What follows belongs to an exercise in optimizing a design on an open flow for small area; a production flow would make more cautious choices. The RTL was checked by simulation tests, not by an equivalence proof against the original design. The clock port is modelled as an ideal driver; clocking choices that lean on that would not hold on a real chip.

==> v21: inputs <==
==> flow/design.v <==
module apb_master_slave #(
    parameter int MEM_DEPTH   = 64,
    parameter int WAIT_STATES = 0
) (
    input  logic        clk,
    input  logic        rst,
    input  logic        wr_en,
    input  logic        transfer,
    input  logic [31:0] address,
    input  logic [31:0] write_data,
    output logic [31:0] read_data,
    output logic        ready
);
    localparam int NR = 16;                  
    logic           r_setup;     
    logic           r_access;    
    logic [1:0]     r_cnt;       
    logic [3:0]     r_clr;       
    logic [3:0]     r_pol;       
    logic [31:0]    r_read_data;
    logic [31:0]    r_tap;       
    logic           r_a_wr, r_b_wr;        
    logic           r_a_pend, r_b_pend;    
    logic [5:0]     r_a_idx, r_b_idx;
    logic           r_a_pol, r_b_pol;      
    logic [31:0]    r_a_data, r_b_data;
    logic [31:0]    r_pos [NR][4];
    function automatic logic at3(input logic [1:0] k, input logic [1:0] c);
        at3 = ((k + c) == 2'd3);
    endfunction
    logic           w_sample;
    logic [1:0]     w_cnt_n;
    logic [3:0]     w_pass;      
    logic [3:0]     w_clr_n, w_pol_n;
    logic           w_wipe;      
    logic           w_m_n;       
    logic           w_a_go, w_b_go;
    logic [NR-1:0]  w_sa, w_sb, w_h;
    logic [31:0]    w_pos0 [NR];
    logic [1:0]     w_rpos;      
    logic [2*NR-1:0] w_rsel;     
    logic [32*2*NR-1:0] w_rin;   
    logic [31:0]    w_tap;
    logic [31:0]    w_nword;     
    logic           w_p;
    logic           w_fwd;
    logic           w_live, w_old;
    logic           w_load;      
    logic           w_vld;       
    logic [31:0]    w_rd;
    logic [31:0]    w_rdn;       
    assign w_sample = transfer & ~r_setup;
    assign w_cnt_n  = r_cnt + 2'd1;
    for (genvar k = 0; k < 4; k++) begin : g_slot
        assign w_pass[k]  = at3(2'(k), r_cnt);
        assign w_clr_n[k] = r_clr[k] | w_pass[k];
        assign w_pol_n[k] = w_pass[k] ? (~r_pol[k] | ~r_clr[k]) : r_pol[k];
    end
    assign w_wipe = |(w_pass & ~r_clr);
    assign w_m_n = w_clr_n[address[1:0]] & w_pol_n[address[1:0]];
    assign w_a_go = r_a_pend & at3(r_a_idx[1:0], r_cnt[1:0]);
    assign w_b_go = r_b_pend & at3(r_b_idx[1:0], r_cnt[1:0])
                  & ~(r_a_pend && r_a_idx == r_b_idx);
    assign w_rpos = r_a_idx[1:0] + r_cnt[1:0];
    always_comb begin
        for (int r = 0; r < NR; r++) begin
            w_sa[r] = w_a_go & (r_a_idx[5:2] == 4'(r));
            w_sb[r] = w_b_go & (r_b_idx[5:2] == 4'(r));
            w_h[r]  = ~(w_sa[r] | w_sb[r] | w_wipe);
            w_rsel[2*r]   = (r_a_idx[5:2] == 4'(r)) & ~w_rpos[1];
            w_rsel[2*r+1] = (r_a_idx[5:2] == 4'(r)) &  w_rpos[1];
            w_rin[32*(2*r)   +: 32] = r_pos[r][0];
            w_rin[32*(2*r+1) +: 32] = r_pos[r][2];
        end
    end
    for (genvar r = 0; r < NR; r++) begin : g_ring
        for (genvar b = 0; b < 32; b++) begin : g_bit
            aoi222 u_in (
                .a1(w_h[r]),  .a2(r_pos[r][3][b]),
                .b1(w_sa[r]), .b2(r_a_data[b]),
                .c1(w_sb[r]), .c2(r_b_data[b]),
                .y (w_pos0[r][b])
            );
        end
    end
    for (genvar b = 0; b < 32; b++) begin : g_rmux
        logic [2*NR-1:0] col;
        for (genvar i = 0; i < 2*NR; i++) begin : g_col
            assign col[i] = w_rin[32*i + b];
        end
        or32_sel u_mux (.sel(w_rsel), .d(col), .y(w_tap[b]));
    end
    assign w_fwd  = r_b_wr && (r_b_idx == r_a_idx);
    assign w_live = ~w_fwd & ~w_rpos[0];
    assign w_old  = ~w_fwd &  w_rpos[0];
    assign w_p    = w_fwd ? r_b_pol : r_pol[r_a_idx[1:0]];
    assign w_load = r_access & ~r_a_wr;
    assign w_vld  = w_fwd | r_clr[r_a_idx[1:0]];
    for (genvar b = 0; b < 32; b++) begin : g_rd
        aoi222 u_sel (
            .a1(w_live), .a2(w_tap[b]),
            .b1(w_old),  .b2(r_tap[b]),
            .c1(w_fwd),  .c2(r_b_data[b]),
            .y (w_nword[b])
        );
        xnor2 u_pol (.a(w_nword[b]), .b(w_p), .y(w_rd[b]));
        ao22 u_ld (
            .a1(w_load & w_vld), .a2(w_rd[b]),
            .b1(~w_load),        .b2(r_read_data[b]),
            .y (w_rdn[b])
        );
    end
    assign read_data = r_read_data;
    assign ready     = r_access;
    always_ff @(posedge clk or negedge rst) begin
        if (!rst) begin
            r_setup     <= 1'b0;
            r_access    <= 1'b0;
            r_cnt       <= '0;
            r_clr       <= '0;
            r_pol       <= '0;
            r_read_data <= '0;
            r_a_wr      <= 1'b0;
            r_b_wr      <= 1'b0;
            r_a_pend    <= 1'b0;
            r_b_pend    <= 1'b0;
        end else begin
            r_setup  <= w_sample;
            r_access <= r_setup;
            r_cnt    <= w_cnt_n;
            r_clr    <= w_clr_n;
            r_pol    <= w_pol_n;
            r_read_data <= w_rdn;
            if (w_sample) begin
                r_a_wr   <= wr_en;
                r_a_pend <= wr_en;
                r_b_wr   <= r_a_wr;
                r_b_pend <= r_a_pend & ~w_a_go;
            end else begin
                if (w_a_go) r_a_pend <= 1'b0;
                if (at3(r_b_idx[1:0], r_cnt[1:0])) r_b_pend <= 1'b0;
            end
        end
    end
    always_ff @(posedge clk) begin
        if (w_sample) begin
            r_a_idx  <= address[5:0];
            r_a_pol  <= w_m_n;
            r_a_data <= write_data ^ {32{w_m_n}};
            r_b_idx  <= r_a_idx;
            r_b_pol  <= r_a_pol;
            r_b_data <= r_a_data;
        end
        r_tap <= w_tap;
        for (int r = 0; r < NR; r++) begin
            r_pos[r][1] <= r_pos[r][0];
            r_pos[r][2] <= r_pos[r][1];
            r_pos[r][3] <= r_pos[r][2];
            r_pos[r][0] <= w_pos0[r];
        end
    end
endmodule
module aoi222 (
    input  logic a1, a2, b1, b2, c1, c2,
    output logic y
);
    assign y = ~((a1 & a2) | (b1 & b2) | (c1 & c2));
endmodule
module xnor2 (
    input  logic a, b,
    output logic y
);
    assign y = ~(a ^ b);
endmodule
module ao22 (
    input  logic a1, a2, b1, b2,
    output logic y
);
    assign y = (a1 & a2) | (b1 & b2);
endmodule
module aoi22 (
    input  logic a1, a2, b1, b2,
    output logic y
);
    assign y = ~((a1 & a2) | (b1 & b2));
endmodule
module nand4 (
    input  logic a, b, c, d,
    output logic y
);
    assign y = ~(a & b & c & d);
endmodule
module nand3 (
    input  logic a, b, c,
    output logic y
);
    assign y = ~(a & b & c);
endmodule
module or3 (
    input  logic a, b, c,
    output logic y
);
    assign y = a | b | c;
endmodule
module or32_sel (
    input  logic [31:0] sel,
    input  logic [31:0] d,
    output logic        y
);
    logic [10:0] n;
    logic [2:0]  m;
    for (genvar g = 0; g < 10; g++) begin : g_aoi
        aoi222 u (.a1(sel[3*g]), .a2(d[3*g]), .b1(sel[3*g+1]), .b2(d[3*g+1]),
                  .c1(sel[3*g+2]), .c2(d[3*g+2]), .y(n[g]));
    end
    aoi22 u_last (.a1(sel[30]), .a2(d[30]), .b1(sel[31]), .b2(d[31]), .y(n[10]));
    nand4 u_m0 (.a(n[0]), .b(n[1]), .c(n[2]),  .d(n[3]), .y(m[0]));
    nand4 u_m1 (.a(n[4]), .b(n[5]), .c(n[6]),  .d(n[7]), .y(m[1]));
    nand3 u_m2 (.a(n[8]), .b(n[9]), .c(n[10]), .y(m[2]));
    or3   u_y  (.a(m[0]), .b(m[1]), .c(m[2]), .y(y));
endmodule
==> flow/flow/run.sh <==
#!/bin/bash
# The standard layout (standard.sh), with two changes passed to ORFS:
#  * the clock tree is built from larger sink clusters (up to 30 registers
#    per leaf buffer) and without dummy loads;
#  * each input and output port gets a buf_1 as its port buffer.
# The full output of the flow goes to standard.log here; ORFS keeps the
# per-step logs under orfs/logs.
set -o pipefail
export CTS_ARGS="-sink_clustering_enable -repair_clock_nets -sink_clustering_size 30 -sink_clustering_max_diameter 80 -sink_buffer_max_cap_derate 1.0 -dont_use_dummy_load -buf_list sky130_fd_sc_hd__clkbuf_16"
export BUFFER_PORTS_ARGS="-buffer_cell sky130_fd_sc_hd__buf_1"
bash standard.sh > standard.log 2>&1
==> flow/standard.sh <==
#!/bin/bash
# synth_recipe.tcl (not shown) runs the flow's synth.tcl, then flattens the netlist and writes it again
# the make line also repeats each setting of config.mk as NAME=value (left out here)
make -C /OpenROAD-flow-scripts/flow DESIGN_CONFIG=/design/flow/config.mk WORK_HOME=/design/flow/orfs CLKGATE_MAP_FILE= SYNTH_SCRIPT=/design/flow/synth_recipe.tcl "${@:-finish}"
==> flow/config.mk <==
export PLATFORM = sky130hd
export DESIGN_NAME = apb_master_slave
export DESIGN_NICKNAME = apb_master_slave
export VERILOG_FILES = /design/flow/design.v
export SDC_FILE = /design/flow/constraint.sdc
export NUM_CORES = 4
export LEC_CHECK = 0
export CAP_MARGIN = 20
export CORE_MARGIN = 2
export CORE_UTILIZATION = 50
export SLEW_MARGIN = 20
export SYNTH_HIERARCHICAL = 1
export SYNTH_MINIMUM_KEEP_SIZE = 0
==> flow/constraint.sdc <==
create_clock -name core_clock -period 5.0 [get_ports {clk}]
set_input_delay 1.0000 -clock core_clock [delete_from_list [all_inputs] [get_ports {clk}]]
set_output_delay 1.0000 -clock core_clock [all_outputs]
set_load 0.01 [all_outputs]
==> v38: changes against v21 <==
--- a/flow/design.v
+++ b/flow/design.v
@@ -41,9 +41,9 @@
     logic [2*NR-1:0] w_rsel;     
     logic [32*2*NR-1:0] w_rin;   
-    logic [31:0]    w_tap;
-    logic [31:0]    w_nword;     
+    logic [31:0]    w_tap;       
+    logic           w_tapen;     
     logic           w_p;
     logic           w_fwd;
-    logic           w_live, w_old;
+    logic           w_use_tap, w_use_b;
     logic           w_load;      
     logic           w_vld;       
@@ -68,6 +68,6 @@
             w_sb[r] = w_b_go & (r_b_idx[5:2] == 4'(r));
             w_h[r]  = ~(w_sa[r] | w_sb[r] | w_wipe);
-            w_rsel[2*r]   = (r_a_idx[5:2] == 4'(r)) & ~w_rpos[1];
-            w_rsel[2*r+1] = (r_a_idx[5:2] == 4'(r)) &  w_rpos[1];
+            w_rsel[2*r]   = (r_a_idx[5:2] == 4'(r)) & ~w_rpos[1] & w_tapen;
+            w_rsel[2*r+1] = (r_a_idx[5:2] == 4'(r)) &  w_rpos[1] & w_tapen;
             w_rin[32*(2*r)   +: 32] = r_pos[r][0];
             w_rin[32*(2*r+1) +: 32] = r_pos[r][2];
@@ -84,25 +84,22 @@
         end
     end
+    assign w_fwd   = r_b_wr && (r_b_idx == r_a_idx);
+    assign w_tapen = ~(r_access & (w_fwd | w_rpos[0]));
+    assign w_use_tap = r_access & ~w_fwd & w_rpos[0];    
+    assign w_use_b   = r_access & w_fwd;                 
     for (genvar b = 0; b < 32; b++) begin : g_rmux
-        logic [2*NR-1:0] col;
+        logic [2*NR+1:0] col;
         for (genvar i = 0; i < 2*NR; i++) begin : g_col
             assign col[i] = w_rin[32*i + b];
         end
-        or32_sel u_mux (.sel(w_rsel), .d(col), .y(w_tap[b]));
-    end
-    assign w_fwd  = r_b_wr && (r_b_idx == r_a_idx);
-    assign w_live = ~w_fwd & ~w_rpos[0];
-    assign w_old  = ~w_fwd &  w_rpos[0];
+        assign col[2*NR]   = r_tap[b];
+        assign col[2*NR+1] = r_b_data[b];
+        or34_sel u_mux (.sel({w_use_b, w_use_tap, w_rsel}), .d(col), .y(w_tap[b]));
+    end
     assign w_p    = w_fwd ? r_b_pol : r_pol[r_a_idx[1:0]];
     assign w_load = r_access & ~r_a_wr;
     assign w_vld  = w_fwd | r_clr[r_a_idx[1:0]];
     for (genvar b = 0; b < 32; b++) begin : g_rd
-        aoi222 u_sel (
-            .a1(w_live), .a2(w_tap[b]),
-            .b1(w_old),  .b2(r_tap[b]),
-            .c1(w_fwd),  .c2(r_b_data[b]),
-            .y (w_nword[b])
-        );
-        xnor2 u_pol (.a(w_nword[b]), .b(w_p), .y(w_rd[b]));
+        xor2 u_pol (.a(w_tap[b]), .b(w_p), .y(w_rd[b]));
         ao22 u_ld (
             .a1(w_load & w_vld), .a2(w_rd[b]),
@@ -167,9 +164,15 @@
     assign y = ~((a1 & a2) | (b1 & b2) | (c1 & c2));
 endmodule
-module xnor2 (
+module xor2 (
     input  logic a, b,
     output logic y
 );
-    assign y = ~(a ^ b);
+    assign y = a ^ b;
+endmodule
+module nand2 (
+    input  logic a, b,
+    output logic y
+);
+    assign y = ~(a & b);
 endmodule
 module ao22 (
@@ -179,10 +182,4 @@
     assign y = (a1 & a2) | (b1 & b2);
 endmodule
-module aoi22 (
-    input  logic a1, a2, b1, b2,
-    output logic y
-);
-    assign y = ~((a1 & a2) | (b1 & b2));
-endmodule
 module nand4 (
     input  logic a, b, c, d,
@@ -203,19 +200,19 @@
     assign y = a | b | c;
 endmodule
-module or32_sel (
-    input  logic [31:0] sel,
-    input  logic [31:0] d,
+module or34_sel (
+    input  logic [33:0] sel,
+    input  logic [33:0] d,
     output logic        y
 );
-    logic [10:0] n;
+    logic [11:0] n;
     logic [2:0]  m;
-    for (genvar g = 0; g < 10; g++) begin : g_aoi
+    for (genvar g = 0; g < 11; g++) begin : g_aoi
         aoi222 u (.a1(sel[3*g]), .a2(d[3*g]), .b1(sel[3*g+1]), .b2(d[3*g+1]),
                   .c1(sel[3*g+2]), .c2(d[3*g+2]), .y(n[g]));
     end
-    aoi22 u_last (.a1(sel[30]), .a2(d[30]), .b1(sel[31]), .b2(d[31]), .y(n[10]));
-    nand4 u_m0 (.a(n[0]), .b(n[1]), .c(n[2]),  .d(n[3]), .y(m[0]));
-    nand4 u_m1 (.a(n[4]), .b(n[5]), .c(n[6]),  .d(n[7]), .y(m[1]));
-    nand3 u_m2 (.a(n[8]), .b(n[9]), .c(n[10]), .y(m[2]));
+    nand2 u_last (.a(sel[33]), .b(d[33]), .y(n[11]));
+    nand4 u_m0 (.a(n[0]), .b(n[1]), .c(n[2]),  .d(n[3]),  .y(m[0]));
+    nand4 u_m1 (.a(n[4]), .b(n[5]), .c(n[6]),  .d(n[7]),  .y(m[1]));
+    nand4 u_m2 (.a(n[8]), .b(n[9]), .c(n[10]), .d(n[11]), .y(m[2]));
     or3   u_y  (.a(m[0]), .b(m[1]), .c(m[2]), .y(y));
 endmodule
==> flow/flow/run.sh (replaced) <==
#!/bin/bash
# The standard layout (standard.sh), with two changes passed to ORFS:
#  * the clock tree is built from larger sink clusters (up to 33 registers
#    per leaf buffer) and without dummy loads;
#  * each input and output port gets a buf_1 as its port buffer.
# The full output of the flow goes to standard.log here; ORFS keeps the
# per-step logs under orfs/logs.
set -o pipefail
export CTS_ARGS="-sink_clustering_enable -repair_clock_nets -sink_clustering_size 33 -sink_clustering_max_diameter 80 -sink_buffer_max_cap_derate 1.0 -dont_use_dummy_load -buf_list sky130_fd_sc_hd__clkbuf_16"
export BUFFER_PORTS_ARGS="-buffer_cell sky130_fd_sc_hd__buf_1"
bash standard.sh > standard.log 2>&1
PLACE_DENSITY = 0.8   (was default)
==> comparison table <==
metric	v38	v21
Result of the run	timing/DRC/antenna clean	timing/DRC/antenna clean
Layout cell share with drive strength beyond 1	7.65%	9.49%
Complex-gate fraction of the synthesized area	16.2%	16.8%
Sequential fraction of total cell area	72.4%	71.4%
Setup slack at placement	0.824 ns	0.675 ns
CLK BUF	78	85
Area occupied by multi-input gates	12,300 µm²	12,500 µm²
Vias per inst	7.01	6.87
DR vias	36,900	36,500
Synth top area share	73.1%	72.9%
Die boundary width	341 µm	342 µm
Final design utilization	55.3%	55.5%
Nets	3,839	3,879

[what the ideal ports hide]
No port has a modelled driver above. Below, the same layouts with a new extraction and two added sets of constraints. Step 1: set_driving_cell puts a clkbuf_16 on clk and a buf_2 on each other input, an assumption about the parent block. Step 2 moves the port delays by t, midway between the first and last clock arrival at a register: inputs arrive t later, outputs are due t later. That takes back most of the time a late clock gives input paths. Slacks: ideal / step 1 / step 2; pairs: ideal / step 1.
| run | t, ns | slack for setup (ns) | hold WS [ns] | worst setup path after step 2 |
|---|---|---|---|---|
| v21 | 0.756 | 0.595 / 0.595 / 0.595 | 0.294 / 0.250 / 0.294 | register to register |
| v38 | 0.734 | 0.591 / 0.591 / 0.591 | 0.240 / 0.207 / 0.240 | register to register |
After both steps every run listed still meets setup and hold.
